Context: an optimization exercise on an open-source flow, tuned for small area. The choices shown serve that exercise and are no tape-out recipe.
At most, simulation tests tie the RTL to the original design; equivalence was not proved.
Only the layout flow was run in runs 2 and 4; the RTL was not checked for function there.
Power is estimated from default activity; no workload was simulated.

File: design/flow/config.mk
export PLATFORM = sky130hd
export DESIGN_NAME = rv_core_top
export DESIGN_NICKNAME = rv_core_top
export VERILOG_FILES = /design/flow/design.v
export SDC_FILE = /design/flow/constraint.sdc
export NUM_CORES = 4
export LEC_CHECK = 0
export CAP_MARGIN = 10
export CELL_PAD_IN_SITES_DETAIL_PLACEMENT = 0
export CELL_PAD_IN_SITES_GLOBAL_PLACEMENT = 1
export CORE_MARGIN = 2
export CORE_UTILIZATION = 56
export PLACE_DENSITY = 0.66
export SLEW_MARGIN = 10
File: design/flow/constraint.sdc
create_clock -name core_clock -period 13.0 [get_ports {clk}]
set_input_delay 2.6000 -clock core_clock [delete_from_list [all_inputs] [get_ports {clk}]]
set_output_delay 2.6000 -clock core_clock [all_outputs]
set_load 0.01 [all_outputs]
File: design/flow/design.v
`timescale 1ns/1ps
`default_nettype none
package rv_pkg;
   localparam int XLEN       = 32;
   localparam int REG_COUNT  = 32;
   localparam int IMEM_WORDS = 64;
   typedef logic [XLEN-1:0]               word_t;
   typedef logic [$clog2(REG_COUNT)-1:0]  reg_idx_t;
   typedef logic [$clog2(IMEM_WORDS)-1:0] imem_addr_t;
   typedef logic [6:0]                    opcode_t;
   localparam opcode_t OPC_OP     = 7'b0110011;
   localparam opcode_t OPC_OP_IMM = 7'b0010011;
   localparam opcode_t OPC_LUI    = 7'b0110111;
   localparam opcode_t OPC_AUIPC  = 7'b0010111;
   localparam opcode_t OPC_JAL    = 7'b1101111;
   localparam opcode_t OPC_BRANCH = 7'b1100011;
   typedef enum logic [4:0] {
      OP_ADD, OP_SUB, OP_AND, OP_OR, OP_XOR,
      OP_SLL, OP_SRL, OP_SRA, OP_SLT, OP_SLTU,
      OP_ADDI, OP_ANDI, OP_ORI, OP_XORI,
      OP_SLLI, OP_SRLI, OP_SRAI, OP_SLTI, OP_SLTIU,
      OP_LUI, OP_AUIPC, OP_JAL,
      OP_BEQ, OP_BNE, OP_BLT, OP_BGE, OP_BLTU, OP_BGEU,
      OP_ILLEGAL
   } alu_op_e;
   localparam logic [2:0] CLS_NOP   = 3'd0;
   localparam logic [2:0] CLS_OP    = 3'd1;
   localparam logic [2:0] CLS_OPIMM = 3'd2;
   localparam logic [2:0] CLS_BR    = 3'd3;
   localparam logic [2:0] CLS_LUI   = 3'd4;
   localparam logic [2:0] CLS_AUIPC = 3'd5;
   localparam logic [2:0] CLS_JAL   = 3'd6;
   typedef enum logic [1:0] {
      IDLE,
      ACK,
      WAIT_DROP
   } readout_state_e;
endpackage
`default_nettype wire
`timescale 1ns/1ps
`default_nettype none
module instr_fetch (
   input  logic        clk,
   input  logic        arst_n,
   input  logic        run,
   input  logic [1:0]  ph,
   input  logic        load_req,
   input  logic [5:0]  load_addr,
   input  logic [31:0] load_data,
   output logic        load_ack,
   input  logic [1:0]  fetch_slot,   
   input  logic        fetch_win,
   input  logic [3:0]  fetch_ring,   
   output logic        capture,
   output logic [27:0] head,
   output logic [27:0] instr
);
   logic [15:0][27:0] q0, q1, q2, q3;    
   logic [5:0]        wb_addr;
   logic              wb_v;              
   logic              load_accept;
   logic [2:0]        load_cls;
   logic              clr_en;
   logic [5:0]        clr_addr;
   logic              clr_a, clr_b;
   logic              set_a, set_b;
   logic [15:0]       ring_clr, ring_set;
   logic [15:0]       fsel;
   always_comb begin
      case (load_data[6:0])
         7'b0110011: load_cls = rv_pkg::CLS_OP;
         7'b0010011: load_cls = rv_pkg::CLS_OPIMM;
         7'b0110111: load_cls = rv_pkg::CLS_LUI;
         7'b0010111: load_cls = rv_pkg::CLS_AUIPC;
         7'b1101111: load_cls = rv_pkg::CLS_JAL;
         7'b1100011: load_cls = rv_pkg::CLS_BR;
         default:    load_cls = rv_pkg::CLS_NOP;
      endcase
   end
   assign load_accept = load_req & ~load_ack & ~run;
   always_ff @(posedge clk or negedge arst_n) begin
      if (!arst_n) begin
         load_ack <= 1'b0;
      end else begin
         load_ack <= load_req & (load_ack | ~run);
      end
   end
   assign clr_addr = load_accept ? load_addr : wb_addr;
   assign clr_en   = load_accept | wb_v;
   assign clr_a    = clr_en & (clr_addr[1:0] == ph);
   assign clr_b    = clr_en & (clr_addr[1:0] == ph + 2'd2);
   always_ff @(posedge clk) begin
      if (load_accept) begin
         wb_addr <= load_addr;
      end
      wb_v  <= load_accept & ~clr_a & ~clr_b;
      set_a <= clr_a;
      set_b <= clr_b;
   end
   always_comb begin
      for (int r = 0; r < 16; r++) begin
         ring_clr[r] = (clr_addr[5:2] == 4'(r));
         ring_set[r] = (wb_addr[5:2] == 4'(r));
      end
   end
   always_ff @(posedge clk) begin
      for (int r = 0; r < 16; r++) begin
         q1[r] <= ~(q0[r] | {28{clr_a & ring_clr[r]}});
         q2[r] <= ~(q1[r] | ({28{set_a & ring_set[r]}} & instr));
         q3[r] <= ~(q2[r] | {28{clr_b & ring_clr[r]}});
         q0[r] <= ~(q3[r] | ({28{set_b & ring_set[r]}} & instr));
      end
   end
   always_comb begin
      for (int r = 0; r < 16; r++) fsel[r] = (fetch_ring == 4'(r));
      head = '0;
      for (int r = 0; r < 16; r++) head = head | ({28{fsel[r]}} & q3[r]);
   end
   assign capture = fetch_win & (fetch_slot == ph + 2'd1);
   always_ff @(posedge clk) begin
      if (load_accept) begin
         instr <= {load_data[31:7], load_cls};
      end else if (capture) begin
         instr <= head;
      end
   end
endmodule
`default_nettype wire
`timescale 1ns/1ps
`default_nettype none
module rv_decoder (
   input  logic [31:0] instr,      
   output logic        is_op,
   output logic        is_opimm,
   output logic        is_lui,
   output logic        is_auipc,
   output logic        is_jal,
   output logic        is_br,
   output logic [31:0] imm,
   output logic        wr_en,
   output logic        halt
);
   logic [2:0] cls;
   logic [2:0] f3;
   logic       b30;
   logic       writes;
   assign cls    = instr[2:0];
   assign f3     = instr[14:12];
   assign b30    = instr[30];
   assign is_op    = (cls == rv_pkg::CLS_OP);
   assign is_opimm = (cls == rv_pkg::CLS_OPIMM);
   assign is_lui   = (cls == rv_pkg::CLS_LUI);
   assign is_auipc = (cls == rv_pkg::CLS_AUIPC);
   assign is_jal   = (cls == rv_pkg::CLS_JAL);
   assign is_br    = (cls == rv_pkg::CLS_BR);
   always_comb begin
      if (is_opimm)
         imm = {{21{instr[31]}}, instr[30:20]};
      else if (is_br)
         imm = {{20{instr[31]}}, instr[7], instr[30:25], instr[11:8], 1'b0};
      else if (is_jal)
         imm = {{12{instr[31]}}, instr[19:12], instr[20], instr[30:21], 1'b0};
      else
         imm = {instr[31:12], 12'b0};
   end
   assign writes = (is_op & (~b30 | f3 == 3'b000 | f3 == 3'b101))
                 | (is_opimm & ~(b30 & f3 == 3'b001))
                 | is_lui | is_auipc | is_jal;
   assign wr_en  = writes & (instr[11:7] != 5'd0);
   assign halt = is_jal & (instr[31:12] == 20'd0);
endmodule
`default_nettype wire
`timescale 1ns/1ps
`default_nettype none
module rv_alu (
   input  logic [31:0] a,
   input  logic [31:0] b,
   input  logic        sub,
   input  logic        alu_sel,    
   input  logic [2:0]  f3,
   input  logic        arith,
   output logic [31:0] result,
   output logic [31:0] sum,
   output logic        cond
);
   logic        cout;
   logic [31:0] bb, pg, gg, pp;
   logic [32:0] carry;
   logic        lt_u, lt_s, eq;
   logic        left;
   logic [31:0] sh_in, sh_out, shifted;
   logic [31:0] a_rev, sh_rev;
   logic [63:0] sh_ext;
   always_comb begin
      bb = b ^ {32{sub}};
      pg = a ^ bb;
      gg = a & bb;
      pp = pg;
      for (int d = 0; d < 5; d++) begin
         for (int i = 0; i < 32; i++) begin
            if (((i + 1) % (2 << d)) == 0) begin
               gg[i] = gg[i] | (pp[i] & gg[i - (1 << d)]);
               pp[i] = pp[i] & pp[i - (1 << d)];
            end
         end
      end
      for (int d = 3; d >= 0; d--) begin
         for (int i = 0; i < 32; i++) begin
            if (((i + 1) % (2 << d)) == (1 << d) && i >= (2 << d)) begin
               gg[i] = gg[i] | (pp[i] & gg[i - (1 << d)]);
               pp[i] = pp[i] & pp[i - (1 << d)];
            end
         end
      end
      carry[0] = sub;
      for (int i = 0; i < 32; i++) carry[i + 1] = gg[i] | (pp[i] & sub);
   end
   assign sum  = pg ^ carry[31:0];
   assign cout = carry[32];
   assign lt_u = ~cout;
   assign lt_s = (a[31] ^ b[31]) ? a[31] : lt_u;
   assign eq   = (sum == 32'd0);
   always_comb begin
      case (f3)
         3'b000:  cond = eq;
         3'b001:  cond = ~eq;
         3'b100:  cond = lt_s;
         3'b101:  cond = ~lt_s;
         3'b110:  cond = lt_u;
         3'b111:  cond = ~lt_u;
         default: cond = 1'b0;
      endcase
   end
   assign left   = ~f3[2];
   always_comb begin
      for (int i = 0; i < 32; i++) begin
         a_rev[i]  = a[31 - i];
         sh_rev[i] = sh_out[31 - i];
      end
   end
   assign sh_in  = left ? a_rev : a;
   assign sh_ext = {{32{arith & a[31]}}, sh_in};
   assign sh_out = 32'(sh_ext >> b[4:0]);
   assign shifted = left ? sh_rev : sh_out;
   always_comb begin
      if (alu_sel) begin
         case (f3)
            3'b001, 3'b101: result = shifted;
            3'b010:         result = {31'b0, lt_s};
            3'b011:         result = {31'b0, lt_u};
            3'b100:         result = a ^ b;
            3'b110:         result = a | b;
            3'b111:         result = a & b;
            default:        result = sum;
         endcase
      end else begin
         result = sum;
      end
   end
endmodule
`default_nettype wire
`timescale 1ns/1ps
`default_nettype none
module reg_file (
   input  logic        clk,
   input  logic        arst_n,
   input  logic [1:0]  ph,
   input  logic        wr_win,
   input  logic [4:0]  wr_idx,
   input  logic [31:0] wr_data,
   input  logic        sel_load,   
   input  logic [4:0]  sel_idx,
   output logic [31:0] rd_val      
);
   logic [7:0][31:0]  g0, g1, g2;
   logic [7:1][31:0]  g3;
   logic [1:0]        ph3;
   logic [31:1]       valid;
   logic              clr;
   logic              set;
   logic [7:0]        ring;
   logic [1:0]        wslot;
   logic [31:0]       vfull;
   logic              rvalid;
   logic [1:0]        stage;
   logic [1:0]        slot3, stage3;
   logic [4:0]        pidx;
   logic [7:0]        psel;
   logic [3:0]        ssel;
   logic [31:0]       w0, w1, w2, w3;
   always_ff @(posedge clk) begin
      ph3 <= (ph3[1] | (ph3 == 2'd3)) ? 2'd0 : ph3 + 2'd1;
   end
   assign wslot = (wr_idx[4:2] == 3'd0) ? (wr_idx[1:0] - 2'd1) : wr_idx[1:0];
   assign clr   = wr_win & (wslot == ((wr_idx[4:2] == 3'd0) ? ph3 : ph));
   always_ff @(posedge clk) begin
      set <= clr;
   end
   always_comb begin
      for (int q = 0; q < 8; q++) ring[q] = (wr_idx[4:2] == 3'(q));
   end
   always_ff @(posedge clk) begin
      for (int q = 0; q < 8; q++) begin
         g1[q] <= ~(g0[q] | {32{clr & ring[q]}});
         g2[q] <= ~(g1[q] | ({32{set & ring[q]}} & wr_data));
      end
      g0[0] <= g2[0];
      for (int q = 1; q < 8; q++) begin
         g3[q] <= g2[q];
         g0[q] <= g3[q];
      end
   end
   always_ff @(posedge clk or negedge arst_n) begin
      if (!arst_n) begin
         valid <= '0;
      end else begin
         for (int r = 1; r < 32; r++) begin
            if (clr && wr_idx == 5'(r)) valid[r] <= 1'b1;
         end
      end
   end
   always_ff @(posedge clk) begin
      if (sel_load) begin
         pidx <= sel_idx;
         for (int q = 0; q < 8; q++) psel[q] <= (sel_idx[4:2] == 3'(q));
      end
   end
   assign vfull  = {valid, 1'b0};
   assign rvalid = vfull[pidx];
   assign slot3  = pidx[1:0] - 2'd1;
   assign stage3 = (ph3 >= slot3) ? (ph3 - slot3) : (ph3 - slot3 - 2'd1);
   assign stage  = psel[0] ? stage3 : (ph - pidx[1:0]);
   always_comb begin
      w0 = '0; w1 = '0; w2 = '0; w3 = '0;
      for (int q = 0; q < 8; q++) begin
         w0 = w0 | ({32{psel[q]}} & g0[q]);
         w1 = w1 | ({32{psel[q]}} & g1[q]);
         w2 = w2 | ({32{psel[q]}} & g2[q]);
      end
      for (int q = 1; q < 8; q++) begin
         w3 = w3 | ({32{psel[q]}} & g3[q]);
      end
      for (int k = 0; k < 4; k++) ssel[k] = rvalid & (stage == 2'(k));
   end
   assign rd_val = ({32{ssel[0]}} & ~w0) | ({32{ssel[1]}} & w1)
                 | ({32{ssel[2]}} & ~w2) | ({32{ssel[3]}} & ~w3)
                 | (rvalid ? 32'd0 : {27'b0, pidx});
endmodule
`default_nettype wire
`timescale 1ns/1ps
`default_nettype none
module rv_core_top (
   input  logic               clk,
   input  logic               arst_n,
   input  logic               run,
   input  logic               load_req,
   input  rv_pkg::imem_addr_t load_addr,
   input  rv_pkg::word_t      load_data,
   output logic               load_ack,
   input  logic               rd_req,
   input  rv_pkg::reg_idx_t   rd_index,
   output logic               rd_ack,
   output rv_pkg::word_t      rd_data,
   output logic               halted
);
   localparam logic [2:0] X0 = 3'd0, X1 = 3'd1, X2 = 3'd2, F0 = 3'd3,
                          F3 = 3'd6, IDLE = 3'd7;
   logic [1:0]  ph;
   logic [2:0]  st;
   logic [31:0] pc;
   logic [27:0] word;
   logic [31:0] instr;      
   logic [31:0] res;
   logic        taken;
   logic [4:0]  rdq;
   logic        wenq;
   logic        hltq;
   logic        idle;
   logic        capture;
   logic [27:0] head;
   logic        sel_load;
   logic [4:0]  sel_idx;
   logic        is_op, is_opimm, is_lui, is_auipc, is_jal, is_br;
   logic [31:0] imm;
   logic        dec_wen, dec_halt;
   logic [31:0] port_val;
   logic        in_x0, in_x1, in_x2;
   logic        fetch_win, wr_win;
   logic [31:0] alu_a, alu_b, alu_res, alu_sum;
   logic        alu_cond, use_imm, use4, sub;
   always_ff @(posedge clk) begin
      ph <= ph + 2'd1;
   end
   assign pc[0] = 1'b0;
   assign idle      = (st == IDLE);
   assign in_x0     = (st == X0);
   assign in_x1     = (st == X1);
   assign in_x2     = (st == X2);
   assign fetch_win = (st >= F0) && (st <= F3);
   assign wr_win    = wenq && (st >= X2) && (st <= 3'd5);
   instr_fetch u_fetch (
      .clk        (clk),
      .arst_n     (arst_n),
      .run        (run),
      .ph         (ph),
      .load_req   (load_req),
      .load_addr  (load_addr),
      .load_data  (load_data),
      .load_ack   (load_ack),
      .fetch_slot (pc[3:2]),
      .fetch_win  (fetch_win),
      .fetch_ring (pc[7:4]),
      .capture    (capture),
      .head       (head),
      .instr      (word)
   );
   assign instr = {word[27:3], 4'b0, word[2:0]};
   rv_decoder u_decoder (
      .instr    (instr),
      .is_op    (is_op),
      .is_opimm (is_opimm),
      .is_lui   (is_lui),
      .is_auipc (is_auipc),
      .is_jal   (is_jal),
      .is_br    (is_br),
      .imm      (imm),
      .wr_en    (dec_wen),
      .halt     (dec_halt)
   );
   assign sel_load = capture | in_x0 | (idle & rd_req & ~rd_ack);
   always_comb begin
      if (idle)       sel_idx = rd_index;
      else if (in_x0) sel_idx = instr[24:20];
      else            sel_idx = (head[2:0] == rv_pkg::CLS_LUI) ? 5'd0 : head[15:11];
   end
   reg_file u_regs (
      .clk      (clk),
      .arst_n   (arst_n),
      .ph       (ph),
      .wr_win   (wr_win),
      .wr_idx   (rdq),
      .wr_data  (res),
      .sel_load (sel_load),
      .sel_idx  (sel_idx),
      .rd_val   (port_val)
   );
   assign use4    = in_x2 ? ~taken : is_jal;
   assign use_imm = in_x2 ? taken : (is_opimm | is_lui | is_auipc);
   assign alu_a   = (in_x2 | is_auipc | is_jal) ? pc : res;
   assign alu_b   = use4 ? 32'd4 : (use_imm ? imm : port_val);
   assign sub     = in_x1 & ((is_op & instr[30] & instr[14:12] == 3'b000)
                           | ((is_op | is_opimm) & instr[14:13] == 2'b01)
                           | is_br);
   rv_alu u_alu (
      .a       (alu_a),
      .b       (alu_b),
      .sub     (sub),
      .alu_sel (is_op | is_opimm),
      .f3      (instr[14:12]),
      .arith   (instr[30]),
      .result  (alu_res),
      .sum     (alu_sum),
      .cond    (alu_cond)
   );
   always_ff @(posedge clk) begin
      if (in_x0) begin
         res <= port_val;
      end else if (in_x1) begin
         res <= alu_res;
      end
      if (in_x1) begin
         taken <= is_jal | (is_br & alu_cond);
         rdq   <= instr[11:7];
      end
   end
   always_ff @(posedge clk or negedge arst_n) begin
      if (!arst_n) begin
         st     <= IDLE;
         pc[31:1] <= '0;
         wenq   <= 1'b0;
         hltq   <= 1'b0;
         halted <= 1'b0;
      end else begin
         if (in_x1) begin
            wenq <= dec_wen;
            hltq <= dec_halt;
         end
         if (in_x2) begin
            pc[31:1] <= alu_sum[31:1];
         end
         case (st)
            IDLE: if (run && !halted) st <= F0;
            F3: begin
               if (hltq) begin
                  st     <= IDLE;
                  halted <= 1'b1;
               end else begin
                  st <= X0;
               end
            end
            default: st <= st + 3'd1;
         endcase
      end
   end
   always_ff @(posedge clk or negedge arst_n) begin
      if (!arst_n) begin
         rd_ack <= 1'b0;
      end else begin
         rd_ack <= rd_req;
      end
   end
   assign rd_data = port_val;
endmodule
`default_nettype wire
File: design/flow/flow/run.sh
#!/bin/bash
# Standard layout, except that clock tree synthesis inserts no dummy loads
# and the port buffers are the smallest buffer.
set -euo pipefail
export CTS_ARGS="-sink_clustering_enable -repair_clock_nets -dont_use_dummy_load -sink_clustering_size 20 -sink_clustering_max_diameter 60 -buf_list {sky130_fd_sc_hd__clkbuf_8 sky130_fd_sc_hd__clkbuf_16}"
export BUFFER_PORTS_ARGS="-buffer_cell sky130_fd_sc_hd__buf_1"
bash standard.sh > standard.log 2>&1
File: design/flow/standard.sh
#!/bin/bash
# synth_recipe.tcl (not shown) runs the flow's synth.tcl, then flattens the netlist and writes it again
# the make line also repeats each setting of config.mk as NAME=value (left out here)
make -C /OpenROAD-flow-scripts/flow DESIGN_CONFIG=/design/flow/config.mk WORK_HOME=/design/flow/orfs CLKGATE_MAP_FILE= SYNTH_SCRIPT=/design/flow/synth_recipe.tcl "${@:-finish}"
==> flow_summary.json, run 1 <==
{
  "status": "finished clean",
  "syn-num-nets": 8713,
  "slew_viol_final": 0,
  "powerDensity_nw_per_um2": 298,
  "synth_edf_count": 79,
  "detail_route.wirelength_um": 325000,
  "hold_violations": 0,
  "synth_common_cells": "dfxtp_1, nor2_1, a21oi_1, a22oi_1, clkbuf_1",
  "drtIter0Drc": 8067,
  "worstPathArrival_ns": 9.94,
  "hold_start": "u_regs.g2[241]$_DFF_P_",
  "cts.sinks": 2947,
  "first_pass_iters": 8,
  "avgSynthCellArea_um2": 10.6,
  "cts_made_buffers": 178,
  "async_reset_ff_share_pct": 2.38,
  "dpl-instance-area_um2": 93700,
  "ir_drop_v": 0.000249,
  "fmax_ghz": 0.106,
  "relSlewSlack_pct": 18.7,
  "synth_area_leaders": "dfxtp_1, a21oi_1, nor2_1",
  "worst_pin_slew_ns": 1.22,
  "wl_per_cell_um": 30.8,
  "drcViolationCount": 0,
  "hold_buffers": 0,
  "ant_nets": 0,
  "synth_area_um2": 90900,
  "crit_path_max_fanout": 38,
  "dpl.hpwl_um": 201000,
  "antenna_found_initial": 8,
  "finalSetupViolations": 0,
  "holdPathEnd": "u_regs.g3[209]$_DFF_P_",
  "area_growth_pct": 7.96,
  "cp.required_ns": 13.47,
  "setup_tns_ns": 0,
  "multi_input_area_um2": 28700,
  "clockRootBuffer": "clkbuf_16",
  "postCtsSetupBuffers": 0,
  "clock_path_buffers": 3,
  "num_vias": 67632,
  "start_util_pct": 56.5,
  "fin_skew_ns": 0.119,
  "grt_pass1_wl_um": 459000,
  "final.min_clock_period_ns": 9.46,
  "fill_cells": 13479,
  "synth_top_area_share_pct": 61.6,
  "reg2reg_from": "u_regs.pidx[0]$_DFFE_PP_",
  "die_x_um": 407,
  "critPathLaunchType": "register",
  "endpoint_kind": "register",
  "grt_pass1_vias": 64491,
  "yosysWarningCount": 5,
  "rows": 147,
  "hold_depth": 0,
  "r2r_end": "taken$_DFFE_PP_",
  "maxCapViolCount": 0,
  "synth_ff_type": "dfxtp_1",
  "htree_levels": 4,
  "yosys.area.top_type": "dfxtp_1",
  "synth.distinct_cells": 107,
  "rsz0062_at_grt": "no",
  "pin_count": 83,
  "postCtsResizedCells": 0,
  "nets": 8542,
  "overflow": 0,
  "core_um2": 161000,
  "fp.dieH_um": 407,
  "grt_util_all_layers_pct": 38.4,
  "hp-class": "reg2reg",
  "clock_latency_ns": 0.86,
  "fin_area_um2": 98200,
  "io_buffers": 82,
  "syn_inst": 8554,
  "crit_type": "reg2reg",
  "clk_pin_slew_ns": 0.08,
  "layout-drive-gt1-share_pct": 6.73,
  "place.gp.congestion": 0.999,
  "fin_crit_sh_pct": 72.8,
  "synth_seq_area_share_pct": 66.1,
  "grt_max_degree": 111,
  "cts_tree": "built",
  "reg2reg_slack_ns": 3.54,
  "dieArea_um2": 166000,
  "ys_ff_latch": 2947,
  "ff_latch_area_um2": 60100,
  "via_per_inst": 6.41,
  "rr_worst_depth": 27,
  "leakagePower_nw": 38.9,
  "synth_most_common_cell": "dfxtp_1"
}
flip-flops by register name (all words and copies together), names as in the netlist, 2 cells and up:
register	count
u_fetch.wb_addr	6
u_regs.ph3	2
pc	31
u_regs.g1	256
u_fetch.q3	448
st	3
u_regs.g3	224
u_fetch.instr	28
ph	2
u_regs.psel	8
rdq	5
u_fetch.q2	448
u_regs.g0	256
u_fetch.q0	448
res	32
u_regs.pidx	5
u_regs.g2	256
u_fetch.q1	448
u_regs.valid	31
per-stage QoR:
stage,std cells,utilization (%),power (mW),worst slack (ns),hold WS (ns)
2_1_floorplan,8554,-,19.2,5.84,0.330
3_3_place_gp,10363,58.2,23.6,3.84,0.332
3_5_place_dp,10363,58.2,23.7,3.75,0.336
4_1_cts,10541,61.0,28.9,3.66,0.302
5_1_grt,10545,61.0,30.4,3.16,0.313
6_report,10546,61.0,29.2,3.54,0.307
how the worst max path moves through the flow:
stage	start	endpoint	slack, ns
final	u_regs.pidx[0]$_DFFE_PP_	taken$_DFFE_PP_	3.54
after global routing	u_regs.pidx[0]$_DFFE_PP_	taken$_DFFE_PP_	3.16
after CTS	u_regs.pidx[0]$_DFFE_PP_	taken$_DFFE_PP_	3.66
after detailed placement	u_regs.pidx[0]$_DFFE_PP_	taken$_DFFE_PP_	3.75
after global placement	u_regs.pidx[0]$_DFFE_PP_	taken$_DFFE_PP_	3.84
after floorplan	u_regs.pidx[0]$_DFFE_PP_	taken$_DFFE_PP_	5.84
critical path, cell delays in order (launching register included):
cell      delay [ns]
edfxtp_1        0.59
inv_1           0.23
ha_1            0.18
inv_1           0.05
fa_1            0.40
or3b_1          0.43
a31oi_4         0.84
buf_4           0.59
mux2i_1         0.24
mux2i_1         0.17
or4_1           0.50
and3_1          0.17
buf_4           0.27
inv_2           0.60
xnor2_1         0.16
ha_1            0.45
and4_1          0.26
or4b_1          0.44
a21o_1          0.19
and3_1          0.30
o21ai_0         0.48
mux2i_1         0.29
o2111a_1        0.28
and4b_1         0.26
nand4_1         0.10
nor2_1          0.26
mux2i_1         0.23
o32ai_1         0.10
cells in the final DEF, fill, tap and decap left out, drive strengths merged, types with 14 or more instances in the layout:
master	n
edfxtp	79
nand2b	30
a41oi	14
a221oi	83
a22o	69
ha	110
o22ai	23
nand3	67
xnor2	35
a222oi	32
nor2	1425
nor3	47
xor2	43
nand2	202
a22oi	548
inv	100
dfrtp	67
mux2	36
o211ai	39
o21ai	196
a211oi	43
a31oi	27
mux2i	101
clkbuf	179
dfxtp	2798
a21oi	1294
and3	26
o21a	16
buf	268
a21o	61
nand4	132
cell type report:
| class | instances | area share, % |
|---|---|---|
| Antenna cell | 5 | 0.0127 |
| Tap cell | 2160 | 2.75 |
| Clock buffer | 178 | 4.54 |
| Multi-Input combinational cell | 4884 | 29.3 |
| Timing Repair Buffer | 269 | 1.77 |
| Sequential cell | 2947 | 61.3 |
| Inverter | 103 | 0.399 |
power by group:
group	internal [mW]	switching [mW]	leakage (nW)	total, mW
Sequential	10.8	0.822	24.5	11.6
Combinational	3.75	8.58	12.2	12.3
Clock	2.42	2.84	2.19	5.26
logic make-up (layout without fill, tap and decap cells):
| logic type | Yosys count | in the layout | synth area share, % |
|---|---|---|---|
| adder cells (fa/ha/maj) | 111 | 111 | 1.54 |
| XOR/XNOR | 78 | 78 | 0.760 |
| buffers and inverters | 723 | 550 | 3.09 |
| multiplexers | 144 | 144 | 1.73 |
| flip-flops | 2947 | 2947 | 66.1 |
| AND/OR/NAND/NOR | 2005 | 2005 | 9.26 |
| AO/OA/AOI/OAI | 2546 | 2546 | 17.5 |
| other | 0 | 5 | 0 |
layer usage:
layer	track usage, %	wire length (um)
met4	19.9	19000
met3	7.21	28500
met2	60.5	146000
met5	0	51
met1	50.5	131000
==> run 2, diff against run 1 <==
--- a/design/flow/design.v
+++ b/design/flow/design.v
@@ -65,6 +65,7 @@
    logic              clr_a, clr_b;
    logic              set_a, set_b;
    logic [15:0]       ring_clr, ring_set;
+   logic [15:0]       keep_a, keep_b;
    logic [15:0]       fsel;
    always_comb begin
       case (load_data[6:0])
@@ -105,18 +106,24 @@
    end
    always_ff @(posedge clk) begin
       for (int r = 0; r < 16; r++) begin
-         q1[r] <= ~(q0[r] | {28{clr_a & ring_clr[r]}});
-         q2[r] <= ~(q1[r] | ({28{set_a & ring_set[r]}} & instr));
-         q3[r] <= ~(q2[r] | {28{clr_b & ring_clr[r]}});
-         q0[r] <= ~(q3[r] | ({28{set_b & ring_set[r]}} & instr));
+         keep_a[r] <= ~(clr_a & ring_clr[r]);
+         keep_b[r] <= ~(clr_b & ring_clr[r]);
+      end
+   end
+   always_ff @(posedge clk) begin
+      for (int r = 0; r < 16; r++) begin
+         q1[r] <= q0[r];
+         q2[r] <= ~(({28{keep_a[r]}} & q1[r]) | ({28{set_a & ring_set[r]}} & instr));
+         q3[r] <= q2[r];
+         q0[r] <= ~(({28{keep_b[r]}} & q3[r]) | ({28{set_b & ring_set[r]}} & ~instr));
       end
    end
    always_comb begin
       for (int r = 0; r < 16; r++) fsel[r] = (fetch_ring == 4'(r));
       head = '0;
-      for (int r = 0; r < 16; r++) head = head | ({28{fsel[r]}} & q3[r]);
+      for (int r = 0; r < 16; r++) head = head | ({28{fsel[r]}} & q1[r]);
    end
-   assign capture = fetch_win & (fetch_slot == ph + 2'd1);
+   assign capture = fetch_win & (fetch_slot == ph + 2'd3);
    always_ff @(posedge clk) begin
       if (load_accept) begin
          instr <= {load_data[31:7], load_cls};
==> design/flow/flow/run.sh (replaced) <==
#!/bin/bash
# Standard layout, except that clock tree synthesis inserts no dummy loads
# and the port buffers are the smallest buffer.
set -euo pipefail
export CTS_ARGS="-sink_clustering_enable -repair_clock_nets -dont_use_dummy_load -sink_clustering_size 17 -sink_clustering_max_diameter 60 -buf_list sky130_fd_sc_hd__clkbuf_8"
export BUFFER_PORTS_ARGS="-buffer_cell sky130_fd_sc_hd__buf_1"
bash standard.sh > standard.log 2>&1
==> flow_summary.json, run 2 <==
{
  "status": "finished clean",
  "dp_cells": 10013,
  "synth_top_family_by_area": "compound AO/OA/AOI/OAI gates",
  "synth_compound_area_share_pct": 19.0,
  "cpPeakStageDelay_ns": 0.87,
  "yosys.area_share.adder_pct": 1.52,
  "dpl.hpwl_um": 194000,
  "worst_pin_slew_ns": 1.29,
  "nets": 8202,
  "synth_area_leaders": "dfxtp_1, a22oi_1, a21oi_1",
  "detail_route.wirelength_um": 320000,
  "postCtsResizedCells": 0,
  "rr_worst_depth": 25,
  "synth_edf_count": 79,
  "fp.dieH_um": 409,
  "powerDensity_nw_per_um2": 261,
  "synth_top_area_share_pct": 61.6,
  "ant_nets": 0,
  "cts.sinks": 2979,
  "busiest_layer": "met2",
  "clk_pin_slew_ns": 0.11,
  "rows": 148,
  "use_met1_pct": 48.3,
  "yosysWarningCount": 5,
  "clock_path_buffers": 3,
  "grt_pass1_wl_um": 455000,
  "wl_per_cell_um": 31.3,
  "synth_simple_gate_area_share_pct": 7.16,
  "cts_made_buffers": 203,
  "postCtsSetupBuffers": 0,
  "finalSetupViolations": 0,
  "grtUsageMet2_pct": 60.0,
  "dieArea_um2": 167000,
  "yosys.area.top_type": "dfxtp_1",
  "slew_viol_final": 0,
  "synth_common_cells": "dfxtp_1, nor2_1, a22oi_1, a21oi_1, clkbuf_1",
  "avgSynthCellArea_um2": 11.2,
  "synth_ff_type": "dfxtp_1",
  "use_met3_pct": 5.88,
  "hold_buffers": 0,
  "syn_inst": 8226,
  "syn-num-nets": 8385,
  "slowest_stage": "a21oi_1",
  "ir_drop_v": 0.000202,
  "synth_seq_area_share_pct": 66.1,
  "crit_path_max_fanout": 60,
  "hold_violations": 0,
  "hold_depth": 0,
  "hold_start": "u_fetch.q0[204]$_DFF_P_",
  "drtIter0Drc": 8248,
  "fin_crit_sh_pct": 75.1,
  "maxCapViolCount": 0,
  "grt_max_degree": 97,
  "place.gp.congestion": 1.02,
  "grt_pass1_vias": 64393,
  "ys_ff_latch": 2979,
  "num_vias": 66197,
  "holdPathEnd": "u_fetch.q1[204]$_DFF_P_",
  "drcViolationCount": 0,
  "grt_util_all_layers_pct": 37.2,
  "layout-drive-gt1-share_pct": 7.47,
  "start_util_pct": 56.4,
  "via_per_inst": 6.48,
  "cp.required_ns": 13.65,
  "worstPathArrival_ns": 10.41,
  "endpoint_kind": "register",
  "crit_type": "reg2reg",
  "synth_xor_area_share_pct": 0.739,
  "reg2reg_slack_ns": 3.24,
  "final_common_cell": "dfxtp_1",
  "leakagePower_nw": 37.9,
  "synthMuxAreaShare_pct": 2.19,
  "hp-class": "reg2reg",
  "reg2reg_from": "u_regs.pidx[1]$_DFFE_PP_",
  "rsz0062_at_grt": "no",
  "relSlewSlack_pct": 13.6,
  "die_x_um": 409,
  "overflow": 0,
  "clock_latency_ns": 1.01,
  "antenna_found_initial": 7,
  "clockRootBuffer": "clkbuf_8",
  "r2r_end": "taken$_DFFE_PP_",
  "fmax_ghz": 0.102,
  "cts_tree": "built",
  "synth.distinct_cells": 91,
  "synth_most_common_cell": "dfxtp_1",
  "first_pass_iters": 6,
  "final.min_clock_period_ns": 9.76,
  "totalPowerFinal_mw": 25.3,
  "critPathLaunchType": "register",
  "area_growth_pct": 5.69,
  "io_buffers": 82,
  "pin_count": 83,
  "fill_cells": 13682,
  "setup_tns_ns": 0,
  "htree_levels": 4,
  "layout_common_cells": "dfxtp_1, a22oi_1, a21oi_1",
  "stdcell_count": 10221,
  "async_reset_ff_share_pct": 2.35,
  "synth_area_um2": 91900,
  "core_um2": 163000,
  "fin_skew_ns": 0.140
}
run 2: cell count changes in the layout (fill, tap and decap cells not counted), moves of 57 or more:
cell | previous run | this run
nor2_1 | 1338 | 863
a21oi_1 | 1293 | 873
a22oi_1 | 548 | 889
clkbuf_8 | 0 | 203
clkbuf_16 | 178 | 0
a221oi_1 | 78 | 152
nand2_1 | 198 | 258
a22o_1 | 69 | 126
run 2: worst max-delay path, delay by kind of cell (launching register included):
family          cells  cell delay, ns
fa+ha+maj           2            0.68
xor+xnor            3            0.63
flops               1            0.34
compound gates     10            4.17
mux                 1            0.17
buf+inv             3            1.33
simple gates        6            2.12
run 2: stage by stage:
stage	util [%]	area [um2]	setup WS (ns)	hold slack, ns
2_1_floorplan	-	91900	4.71	0.310
3_3_place_gp	57.9	94300	3.61	0.310
3_5_place_dp	57.9	94300	3.58	0.312
4_1_cts	59.6	97100	3.47	0.281
5_1_grt	59.6	97100	2.80	0.297
6_report	59.6	97100	3.24	0.289
run 2: routing by layer:
layer  up-vias  share of wire, %
li1      28960                 -
met4         2               5.9
met2      3266                46
met3       831               7.7
met5         -            0.0041
met1     33138                40
run 2: kinds of logic (layout without fill, tap and decap cells):
group / after synthesis / after routing
flops: 2979 / 2979
compound gates: 2600 / 2600
simple gates: 1531 / 1531
buf+inv: 776 / 591
mux: 153 / 153
fa+ha+maj: 111 / 111
xor+xnor: 76 / 76
other cells: 0 / 5
run 2: worst max-delay path by stage:
stage	start	end	slack, ns	cells past startpoint
floorplan	u_regs.pidx[1]$_DFFE_PP_	taken$_DFFE_PP_	4.71	34
global placement	u_regs.pidx[0]$_DFFE_PP_	taken$_DFFE_PP_	3.61	26
detailed placement	u_regs.pidx[0]$_DFFE_PP_	taken$_DFFE_PP_	3.58	26
CTS	u_regs.pidx[0]$_DFFE_PP_	taken$_DFFE_PP_	3.47	26
global route	u_regs.pidx[0]$_DFFE_PP_	taken$_DFFE_PP_	2.80	26
finish	u_regs.pidx[1]$_DFFE_PP_	taken$_DFFE_PP_	3.24	25
run 2: where the power goes:
group / leakage [nW] / switching, mW / internal [mW]
clock: 1.46 / 2.73 / 1.39
sequential: 25.6 / 1.00 / 10.7
combinational: 10.8 / 6.46 / 2.99
total: 37.9 / 10.2 / 15.1
run 2: final cells by class:
type                            instances  area (um2)  area share, %
Antenna cell                            5        12.5         0.0129
Clock buffer                          203        2790           2.88
Inverter                              115         432          0.444
Multi-Input combinational cell       4471       28600           29.4
Sequential cell                      2979       60800           62.6
Tap cell                             2175        2720           2.80
Timing Repair Buffer                  273        1770           1.82
==> run 3, diff against run 2 <==
--- a/design/flow/design.v
+++ b/design/flow/design.v
@@ -65,7 +65,6 @@
    logic              clr_a, clr_b;
    logic              set_a, set_b;
    logic [15:0]       ring_clr, ring_set;
-   logic [15:0]       keep_a, keep_b;
    logic [15:0]       fsel;
    always_comb begin
       case (load_data[6:0])
@@ -106,24 +105,18 @@
    end
    always_ff @(posedge clk) begin
       for (int r = 0; r < 16; r++) begin
-         keep_a[r] <= ~(clr_a & ring_clr[r]);
-         keep_b[r] <= ~(clr_b & ring_clr[r]);
-      end
-   end
-   always_ff @(posedge clk) begin
-      for (int r = 0; r < 16; r++) begin
-         q1[r] <= q0[r];
-         q2[r] <= ~(({28{keep_a[r]}} & q1[r]) | ({28{set_a & ring_set[r]}} & instr));
-         q3[r] <= q2[r];
-         q0[r] <= ~(({28{keep_b[r]}} & q3[r]) | ({28{set_b & ring_set[r]}} & ~instr));
+         q1[r] <= ~(q0[r] | {28{clr_a & ring_clr[r]}});
+         q2[r] <= ~(q1[r] | ({28{set_a & ring_set[r]}} & instr));
+         q3[r] <= ~(q2[r] | {28{clr_b & ring_clr[r]}});
+         q0[r] <= ~(q3[r] | ({28{set_b & ring_set[r]}} & instr));
       end
    end
    always_comb begin
       for (int r = 0; r < 16; r++) fsel[r] = (fetch_ring == 4'(r));
       head = '0;
-      for (int r = 0; r < 16; r++) head = head | ({28{fsel[r]}} & q1[r]);
+      for (int r = 0; r < 16; r++) head = head | ({28{fsel[r]}} & q3[r]);
    end
-   assign capture = fetch_win & (fetch_slot == ph + 2'd3);
+   assign capture = fetch_win & (fetch_slot == ph + 2'd1);
    always_ff @(posedge clk) begin
       if (load_accept) begin
          instr <= {load_data[31:7], load_cls};
==> design/flow/flow/run.sh (replaced) <==
#!/bin/bash
# Standard layout, except that clock tree synthesis inserts no dummy loads,
# the port buffers are the smallest buffer, and combinational cells that
# synthesis upsized start global placement at drive 1.
set -euo pipefail
export CTS_ARGS="-sink_clustering_enable -repair_clock_nets -dont_use_dummy_load -sink_clustering_size 17 -sink_clustering_max_diameter 60 -buf_list sky130_fd_sc_hd__clkbuf_8"
export BUFFER_PORTS_ARGS="-buffer_cell sky130_fd_sc_hd__buf_1"
export PRE_GLOBAL_PLACE_TCL="$PWD/flow/downsize.tcl"
bash standard.sh > standard.log 2>&1
==> design/flow/flow/downsize.tcl (new file) <==
# Before global placement: put every combinational cell that synthesis
# upsized back to its drive-1 size (or the smallest size below that); the
# placement's own repair then buffers or resizes whatever needs it.
# Flip-flops, buffers, clock cells and physical cells are left alone.
set db [ord::get_db]
set n 0
foreach inst [[ord::get_db_block] getInsts] {
  set name [[$inst getMaster] getName]
  if {![regexp {^sky130_fd_sc_hd__(\w+)_(\d+)$} $name -> base drv]} { continue }
  if {$drv <= 1} { continue }
  if {[regexp {^(df|edf|sdf|dl|clk|buf|tap|fill|decap|conb|diode|lpflow|probe|ebuf|einv|inv$|bufinv|bufbuf)} $base]} { continue }
  foreach d {1 0} {
    set new "sky130_fd_sc_hd__${base}_$d"
    if {[$db findMaster $new] ne "NULL"} {
      replace_cell [$inst getName] $new
      incr n
      break
    }
  }
}
puts "downsize.tcl: resized $n instances"
==> flow_summary.json, run 3 <==
{
  "clock_latency_ns": 1.05,
  "nets": 8581,
  "cts.sinks": 2947,
  "grt_pass1_wl_um": 453000,
  "endpoint_kind": "register",
  "dieArea_um2": 166000,
  "relSlewSlack_pct": 20.6,
  "crit_type": "reg2reg",
  "reg2reg_slack_ns": 4.03,
  "hold_start": "u_fetch.q2[78]$_DFF_P_",
  "start_util_pct": 56.5,
  "synth_compound_area_share_pct": 17.5,
  "grt_util_all_layers_pct": 37.9,
  "slowest_stage": "edfxtp_1",
  "fin_crit_sh_pct": 69.0,
  "drcViolationCount": 0,
  "ys_ff_latch": 2947,
  "synth_most_common_cell": "dfxtp_1",
  "worst_pin_slew_ns": 1.16,
  "fmax_ghz": 0.112,
  "synth.distinct_cells": 107,
  "synth_area_um2": 90900,
  "clockRootBuffer": "clkbuf_8",
  "layout-drive-gt1-share_pct": 6.18,
  "avgSynthCellArea_um2": 10.6,
  "wl_per_cell_um": 30.2,
  "ir_drop_v": 0.000220,
  "synth_simple_gate_area_share_pct": 9.26,
  "antenna_found_initial": 5,
  "detail_route.wirelength_um": 320000,
  "drtIter0Drc": 8261,
  "powerDensity_nw_per_um2": 288,
  "synth_ff_type": "dfxtp_1",
  "postCtsResizedCells": 0,
  "r2r_end": "taken$_DFFE_PP_",
  "htree_levels": 4,
  "rr_worst_depth": 25,
  "crit_family": "simple AND/OR/NAND/NOR gates",
  "critPathLaunchType": "register",
  "fin_skew_ns": 0.120,
  "yosys.area_share.adder_pct": 1.54,
  "fp.dieH_um": 407,
  "final.min_clock_period_ns": 8.97,
  "synthMuxAreaShare_pct": 1.73,
  "whs_ns": 0.297,
  "slew_viol_final": 0,
  "cts_made_buffers": 203,
  "overflow": 0,
  "postCtsSetupBuffers": 0,
  "layout_common_cells": "dfxtp_1, nor2_1, a21oi_1",
  "hp-class": "reg2reg",
  "ant_nets": 0,
  "status": "finished clean",
  "core_um2": 161000,
  "yosysWarningCount": 5,
  "synth_xor_area_share_pct": 0.760,
  "holdPathEnd": "u_fetch.q3[78]$_DFF_P_",
  "synth_top_area_share_pct": 61.6,
  "die_x_um": 407,
  "cpPeakStageDelay_ns": 0.84,
  "via_per_inst": 6.33,
  "yosys.area.top_type": "dfxtp_1",
  "io_buffers": 82,
  "async_reset_ff_share_pct": 2.38,
  "synth_common_cells": "dfxtp_1, nor2_1, a21oi_1, a22oi_1, clkbuf_1",
  "cp.required_ns": 13.74,
  "fill_cells": 13736,
  "critical_path.most_common_cell": "mux2i_1",
  "synth_top_family_by_area": "compound AO/OA/AOI/OAI gates",
  "critPathBufInv": 3,
  "place.gp.congestion": 1.01,
  "rsz0062_at_grt": "no",
  "reg2reg_from": "u_regs.pidx[1]$_DFFE_PP_",
  "crit_path_max_fanout": 51,
  "clk_pin_slew_ns": 0.09,
  "area_growth_pct": 6.15,
  "leakagePower_nw": 38.2,
  "syn_inst": 8554,
  "dpl.hpwl_um": 200000,
  "rows": 147,
  "synth_seq_area_share_pct": 66.1,
  "pin_count": 83,
  "num_vias": 67028,
  "worstPathArrival_ns": 9.71,
  "finalSetupViolations": 0,
  "syn-num-nets": 8713,
  "grt_max_degree": 100,
  "cts_tree": "built",
  "hold_violations": 0,
  "hold_depth": 1,
  "maxCapViolCount": 0,
  "synth_edf_count": 79,
  "synth_area_leaders": "dfxtp_1, a21oi_1, nor2_1",
  "final_common_cell": "dfxtp_1",
  "setup_tns_ns": 0,
  "hold_buffers": 0,
  "clock_path_buffers": 3,
  "first_pass_iters": 7,
  "grt_pass1_vias": 63656
}
## run 3: cell types whose count changed after synthesis, moves of 26 or more
| cell | before | now |
|---|---|---|
| nor2_1 | 898 | 1424 |
| a22oi_1 | 889 | 548 |
| a21oi_1 | 873 | 1294 |
| a22o_1 | 126 | 69 |
| a31oi_1 | 71 | 26 |
| mux2i_1 | 75 | 101 |
| a221oi_1 | 152 | 79 |
| mux4_2 | 34 | 7 |
| dfxtp_1 | 2830 | 2798 |
| clkbuf_1 | 542 | 516 |
| nand4_1 | 86 | 132 |
| nand2_1 | 263 | 201 |
## run 3: power breakdown
group | internal, mW | switching, mW
Clock | 1.39 | 2.74
Combinational | 3.69 | 8.29
Sequential | 10.8 | 0.827
## run 3: worst max path at each step
stage                              from               to  slack, ns  cells past startpoint
2_1_floorplan  u_regs.pidx[0]$_DFFE_PP_  taken$_DFFE_PP_       5.84                     30
3_3_place_gp   u_regs.pidx[0]$_DFFE_PP_  taken$_DFFE_PP_       4.30                     27
3_5_place_dp   u_regs.pidx[1]$_DFFE_PP_  taken$_DFFE_PP_       4.21                     25
4_1_cts        u_regs.pidx[1]$_DFFE_PP_  taken$_DFFE_PP_       4.12                     25
5_1_grt        u_regs.pidx[1]$_DFFE_PP_  taken$_DFFE_PP_       3.55                     25
6_report       u_regs.pidx[1]$_DFFE_PP_  taken$_DFFE_PP_       4.03                     25
## run 3: layout make-up
type / instances / area [um2] / area share, %
Clock buffer: 203 / 2790 / 2.89
Sequential cell: 2947 / 60100 / 62.3
Multi-Input combinational cell: 4884 / 28600 / 29.6
Timing Repair Buffer: 283 / 1860 / 1.93
Antenna cell: 14 / 35.0 / 0.0363
Tap cell: 2160 / 2700 / 2.80
Inverter: 103 / 392 / 0.406
## run 3: per-layer routing
layer / GRT usage [%] / up-vias / wire (um)
met3: 7.00 / 750 / 27700
met1: 50.7 / 33505 / 132000
met4: 16.9 / 0 / 16000
li1: - / 29404 / -
met2: 59.9 / 3369 / 144000
met5: 0 / - / 0
## run 3: worst reg2reg max path: cells and delay by family (launching register included)
kind / cells / cell delay, ns
AND/OR/NAND/NOR: 9 / 2.83
buffers and inverters: 3 / 1.45
AO/OA/AOI/OAI: 5 / 1.40
multiplexers: 4 / 0.95
adder cells (fa/ha/maj): 2 / 0.88
flip-flops: 1 / 0.84
XOR/XNOR: 2 / 0.38
## run 3: cell families after synthesis
logic type	Yosys count
multiplexers	144
buffers and inverters	723
AND/OR/NAND/NOR	2005
adder cells (fa/ha/maj)	111
AO/OA/AOI/OAI	2546
XOR/XNOR	78
flip-flops	2947
## run 3: through the flow
| step | util, % | total power, mW | std cells | area (um2) | setup WS (ns) |
|---|---|---|---|---|---|
| 3_5_place_dp | 58.2 | 23.4 | 10377 | 93700 | 4.21 |
| 2_1_floorplan | - | 19.2 | 8554 | 90900 | 5.84 |
| 3_3_place_gp | 58.2 | 23.3 | 10377 | 93700 | 4.30 |
| 6_report | 60.0 | 27.8 | 10594 | 96500 | 4.03 |
| 4_1_cts | 59.9 | 27.4 | 10580 | 96500 | 4.12 |
| 5_1_grt | 60.0 | 29.0 | 10588 | 96500 | 3.55 |
==> run 4, diff against run 3 <==
--- a/design/flow/design.v
+++ b/design/flow/design.v
@@ -270,6 +270,8 @@
    input  logic [31:0] wr_data,
    input  logic        sel_load,   
    input  logic [4:0]  sel_idx,
+   input  logic        sel_pc,     
+   input  logic [31:0] pc,
    output logic [31:0] rd_val      
 );
    logic [7:0][31:0]  g0, g1, g2;
@@ -286,6 +288,7 @@
    logic [1:0]        slot3, stage3;
    logic [4:0]        pidx;
    logic [7:0]        psel;
+   logic              pcq;
    logic [3:0]        ssel;
    logic [31:0]       w0, w1, w2, w3;
    always_ff @(posedge clk) begin
@@ -322,6 +325,7 @@
    always_ff @(posedge clk) begin
       if (sel_load) begin
          pidx <= sel_idx;
+         pcq  <= sel_pc;
          for (int q = 0; q < 8; q++) psel[q] <= (sel_idx[4:2] == 3'(q));
       end
    end
@@ -344,7 +348,8 @@
    end
    assign rd_val = ({32{ssel[0]}} & ~w0) | ({32{ssel[1]}} & w1)
                  | ({32{ssel[2]}} & ~w2) | ({32{ssel[3]}} & ~w3)
-                 | (rvalid ? 32'd0 : {27'b0, pidx});
+                 | (rvalid ? 32'd0 : {27'b0, pidx})
+                 | (pcq ? pc : 32'd0);
 endmodule
 `default_nettype wire
 `timescale 1ns/1ps
@@ -387,7 +392,8 @@
    logic        in_x0, in_x1, in_x2;
    logic        fetch_win, wr_win;
    logic [31:0] alu_a, alu_b, alu_res, alu_sum;
-   logic        alu_cond, use_imm, use4, sub;
+   logic        alu_cond, use_imm, use4, use_res, sub;
+   logic        sel_pc;
    always_ff @(posedge clk) begin
       ph <= ph + 2'd1;
    end
@@ -427,11 +433,20 @@
       .wr_en    (dec_wen),
       .halt     (dec_halt)
    );
-   assign sel_load = capture | in_x0 | (idle & rd_req & ~rd_ack);
+   assign sel_load = capture | in_x0 | in_x1 | (idle & rd_req & ~rd_ack);
    always_comb begin
-      if (idle)       sel_idx = rd_index;
-      else if (in_x0) sel_idx = instr[24:20];
-      else            sel_idx = (head[2:0] == rv_pkg::CLS_LUI) ? 5'd0 : head[15:11];
+      sel_pc = 1'b0;
+      if (idle) begin
+         sel_idx = rd_index;
+      end else if (in_x0) begin
+         sel_idx = (is_lui | is_auipc | is_jal) ? 5'd0 : instr[19:15];
+         sel_pc  = is_auipc | is_jal;
+      end else if (in_x1) begin
+         sel_idx = 5'd0;
+         sel_pc  = 1'b1;
+      end else begin
+         sel_idx = head[20:16];
+      end
    end
    reg_file u_regs (
       .clk      (clk),
@@ -442,12 +457,15 @@
       .wr_data  (res),
       .sel_load (sel_load),
       .sel_idx  (sel_idx),
+      .sel_pc   (sel_pc),
+      .pc       (pc),
       .rd_val   (port_val)
    );
-   assign use4    = in_x2 ? ~taken : is_jal;
-   assign use_imm = in_x2 ? taken : (is_opimm | is_lui | is_auipc);
-   assign alu_a   = (in_x2 | is_auipc | is_jal) ? pc : res;
-   assign alu_b   = use4 ? 32'd4 : (use_imm ? imm : port_val);
+   assign use4    = in_x2 ? ~taken : (in_x1 & is_jal);
+   assign use_imm = in_x2 ? taken : (in_x1 & (is_opimm | is_lui | is_auipc));
+   assign use_res = in_x1 & ~is_jal & ~is_opimm & ~is_lui & ~is_auipc;
+   assign alu_a   = port_val;
+   assign alu_b   = ({32{use_imm}} & imm) | ({32{use_res}} & res) | {29'b0, use4, 2'b0};
    assign sub     = in_x1 & ((is_op & instr[30] & instr[14:12] == 3'b000)
                            | ((is_op | is_opimm) & instr[14:13] == 2'b01)
                            | is_br);
@@ -455,7 +473,7 @@
       .a       (alu_a),
       .b       (alu_b),
       .sub     (sub),
-      .alu_sel (is_op | is_opimm),
+      .alu_sel (in_x1 & (is_op | is_opimm)),
       .f3      (instr[14:12]),
       .arith   (instr[30]),
       .result  (alu_res),
@@ -463,9 +481,7 @@
       .cond    (alu_cond)
    );
    always_ff @(posedge clk) begin
-      if (in_x0) begin
-         res <= port_val;
-      end else if (in_x1) begin
+      if (in_x0 | in_x1) begin
          res <= alu_res;
       end
       if (in_x1) begin
==> design/flow/flow/run.sh (replaced) <==
#!/bin/bash
# Standard layout, except that clock tree synthesis inserts no dummy loads
# and the port buffers are the smallest buffer.
set -euo pipefail
export CTS_ARGS="-sink_clustering_enable -repair_clock_nets -dont_use_dummy_load -sink_clustering_size 16 -sink_clustering_max_diameter 50 -buf_list sky130_fd_sc_hd__clkbuf_8"
export BUFFER_PORTS_ARGS="-buffer_cell sky130_fd_sc_hd__buf_1"
bash standard.sh > standard.log 2>&1
==> design/flow/config.mk (replaced) <==
export PLATFORM = sky130hd
export DESIGN_NAME = rv_core_top
export DESIGN_NICKNAME = rv_core_top
export VERILOG_FILES = /design/flow/design.v
export SDC_FILE = /design/flow/constraint.sdc
export NUM_CORES = 4
export LEC_CHECK = 0
export CAP_MARGIN = 10
export CELL_PAD_IN_SITES_DETAIL_PLACEMENT = 1
export CELL_PAD_IN_SITES_GLOBAL_PLACEMENT = 2
export CORE_MARGIN = 2
export CORE_UTILIZATION = 50
export PLACE_DENSITY = 0.6
export SLEW_MARGIN = 10
removed: design/flow/flow/downsize.tcl
==> flow_summary.json, run 4 <==
{
  "crit_type": "reg2reg",
  "avgSynthCellArea_um2": 10.7,
  "antenna_found_initial": 7,
  "synth_top_area_share_pct": 61.3,
  "place.gp.congestion": 0.954,
  "drtIter0Drc": 6481,
  "grt_max_degree": 129,
  "synth_common_cells": "dfxtp_1, nor2_1, a21oi_1, a22oi_1, clkbuf_1",
  "top_layer_used": "met5",
  "rsz0062_at_grt": "no",
  "htree_levels": 4,
  "syn_inst": 8571,
  "synth_most_common_cell": "dfxtp_1",
  "detail_route.wirelength_um": 360000,
  "worst_pin_slew_ns": 1.35,
  "synth_seq_area_share_pct": 65.8,
  "ys_ff_latch": 2948,
  "layout-drive-gt1-share_pct": 7.44,
  "clockRootBuffer": "clkbuf_8",
  "relSlewSlack_pct": 7.61,
  "hold_buffers": 0,
  "crit_path_max_fanout": 19,
  "slew_viol_final": 0,
  "ant_nets": 0,
  "fill_cells": 19294,
  "drcViolationCount": 0,
  "postCtsSetupBuffers": 0,
  "dieArea_um2": 186000,
  "start_util_pct": 50.5,
  "layout_common_cells": "dfxtp_1, nor2_1, a21oi_1",
  "fp.dieH_um": 432,
  "reg2reg_from": "u_regs.pidx[1]$_DFFE_PP_",
  "synth_area_um2": 91400,
  "ff_latch_area_um2": 60200,
  "via_per_inst": 6.33,
  "hold_start": "u_regs.g2[112]$_DFF_P_",
  "final_util_pct": 54.0,
  "maxCapViolCount": 0,
  "io_buffers": 82,
  "multi_input_area_um2": 29200,
  "synth_area_leaders": "dfxtp_1, a21oi_1, nor2_1",
  "dpl_worst_slack_ns": 4.34,
  "stdcell_count": 10856,
  "cts_tree": "built",
  "dpl.hpwl_um": 225000,
  "wl_met3_um": 22900,
  "status": "finished clean",
  "pin_count": 83,
  "fin_crit_sh_pct": 69.6,
  "totalPowerFinal_mw": 25.3,
  "syn-num-nets": 8730,
  "final_common_cell": "dfxtp_1",
  "cp.required_ns": 13.71,
  "setup_tns_ns": 0,
  "first_pass_iters": 6,
  "die_x_um": 432,
  "ir_drop_v": 0.000209,
  "dp_cells": 10618,
  "clock_latency_ns": 1.06,
  "grt_pass1_vias": 70444,
  "cts.sinks": 2948,
  "synth.distinct_cells": 104,
  "hold_violations": 0,
  "powerDensity_nw_per_um2": 258,
  "nets": 8638,
  "yosysWarningCount": 5,
  "fmax_ghz": 0.111,
  "yosys.area.top_type": "dfxtp_1",
  "grt_pass1_wl_um": 510000,
  "dpl-instance-area_um2": 94600,
  "async_reset_ff_share_pct": 2.37,
  "met1_length_um": 147000,
  "grt_util_all_layers_pct": 37.9,
  "fin_area_um2": 97800,
  "wl_per_cell_um": 33.1,
  "whs_ns": 0.266,
  "worstPathArrival_ns": 9.76,
  "hp-class": "reg2reg",
  "final.min_clock_period_ns": 9.05,
  "area_growth_pct": 7.01,
  "postCtsResizedCells": 0,
  "endpoint_kind": "register",
  "leakagePower_nw": 38.2,
  "num_vias": 68752,
  "rows": 156,
  "wl_met2_um": 168000,
  "clk_pin_slew_ns": 0.10,
  "core_um2": 181000,
  "overflow": 0,
  "critPathLaunchType": "register",
  "clock_path_buffers": 3,
  "cts_made_buffers": 229,
  "finalSetupViolations": 0,
  "startpoint": "u_regs.pidx[1]$_DFFE_PP_",
  "fin_skew_ns": 0.134,
  "synth_ff_type": "dfxtp_1",
  "finalWorstSetupSlack_ns": 3.95,
  "synth_edf_count": 80
}
## run 4: cell types whose count changed in the layout (fill, tap and decap cells not counted), sizes merged, moves of 18 or more
cell    before  now
o21ai      196  150
nand4      132   87
clkbuf     204  230
nand2      202  225
mux2i      101  122
and4         5   25
o211ai      39   19
xor2        43   23
a211oi      43   24
nand3       67   85
## run 4: worst paths after layout
| check | cells past startpoint | slack [ns] | end |
|---|---|---|---|
| hold / removal | 0 | 0.27 | u_regs.g3[80]$_DFF_P_ |
| setup / recovery | 21 | 3.95 | taken$_DFFE_PP_ |
| hold reg to reg | 0 | 0.27 | u_regs.g3[80]$_DFF_P_ |
| setup reg to reg | 21 | 3.95 | taken$_DFFE_PP_ |
| max in group asynchronous | 2 | 10.00 | pc[22]$_DFFE_PN0P_ |
| min in group asynchronous | 1 | 1.53 | u_regs.valid[15]$_DFFE_PN0P_ |
## run 4: worst max-delay path, cell delays in order (launching register included)
cell	delay (ns)
edfxtp_1	0.98
xor2_1	0.24
fa_1	0.48
nor3b_1	0.39
mux2_2	0.40
nand2_1	0.82
buf_4	0.41
mux2i_1	0.66
o21ai_2	0.29
ha_1	0.49
and3_1	0.24
nand3_1	0.19
a2bb2oi_1	0.22
o21a_1	0.19
o21ai_1	0.70
a221o_1	0.37
a211oi_1	0.14
nor3b_1	0.65
o2bb2a_1	0.28
a41oi_1	0.22
mux2i_1	0.25
nand2_1	0.08
## run 4: kinds of logic after synthesis
kind of cell / after synthesis / synth area share, %
multiplexers: 173 / 2.18
AND/OR/NAND/NOR: 2037 / 9.41
AO/OA/AOI/OAI: 2520 / 17.4
adder cells (fa/ha/maj): 112 / 1.54
buffers and inverters: 708 / 2.98
XOR/XNOR: 73 / 0.700
flip-flops: 2948 / 65.8
## run 4: power by group
| group | switching, mW | internal (mW) | total [mW] | leakage, nW |
|---|---|---|---|---|
| logic | 6.57 | 2.68 | 9.25 | 12.0 |
| clock network | 2.83 | 1.56 | 4.39 | 1.65 |
| registers | 0.873 | 10.8 | 11.6 | 24.5 |
| total | 10.3 | 15.0 | 25.3 | 38.2 |
## run 4: area by class of cell
cell class / instances / area share (%)
Tap cell: 2370 / 3.03
Antenna cell: 9 / 0.0230
Timing Repair Buffer: 281 / 1.91
Clock buffer: 229 / 3.22
Inverter: 104 / 0.399
Multi-Input combinational cell: 4915 / 29.9
Sequential cell: 2948 / 61.5
## run 4: layer usage
layer,up-vias,GRT usage (%)
li1,29588,-
met1,35519,48.1
met2,2810,62.5
met3,831,5.62
met4,4,20.2
met5,-,0

[separate check: timing with driven ports]
How much do the figures lean on ideal ports? The routed layouts below were timed once more, with nothing changed but the port constraints.
Step 1, drivers: a clkbuf_16 drives clk and a buf_2 each remaining input, both assumed.
Step 2 adds t to the input delays and takes it off the output delays; t is the mean of the earliest and latest rising clock arrival at the registers after step 1. Input paths then give back, and output paths get back, about the clock's delay inside the block.
a / b / c = ideal ports / drivers / drivers and shift; a / b = the first two.
run | t (ns) | setup slack, ns | latest minus earliest clock arrival (ns)
run 1 | 0.894 | 3.535 / 3.535 / 3.535 | 0.121 / 0.121
run 2 | 1.016 | 3.243 / 3.243 / 3.243 | 0.150 / 0.150
run 3 | 1.067 | 4.032 / 4.032 / 4.032 | 0.120 / 0.121
run 4 | 1.078 | 3.952 / 3.952 / 3.952 | 0.135 / 0.136
After both steps every run listed still meets setup and hold.
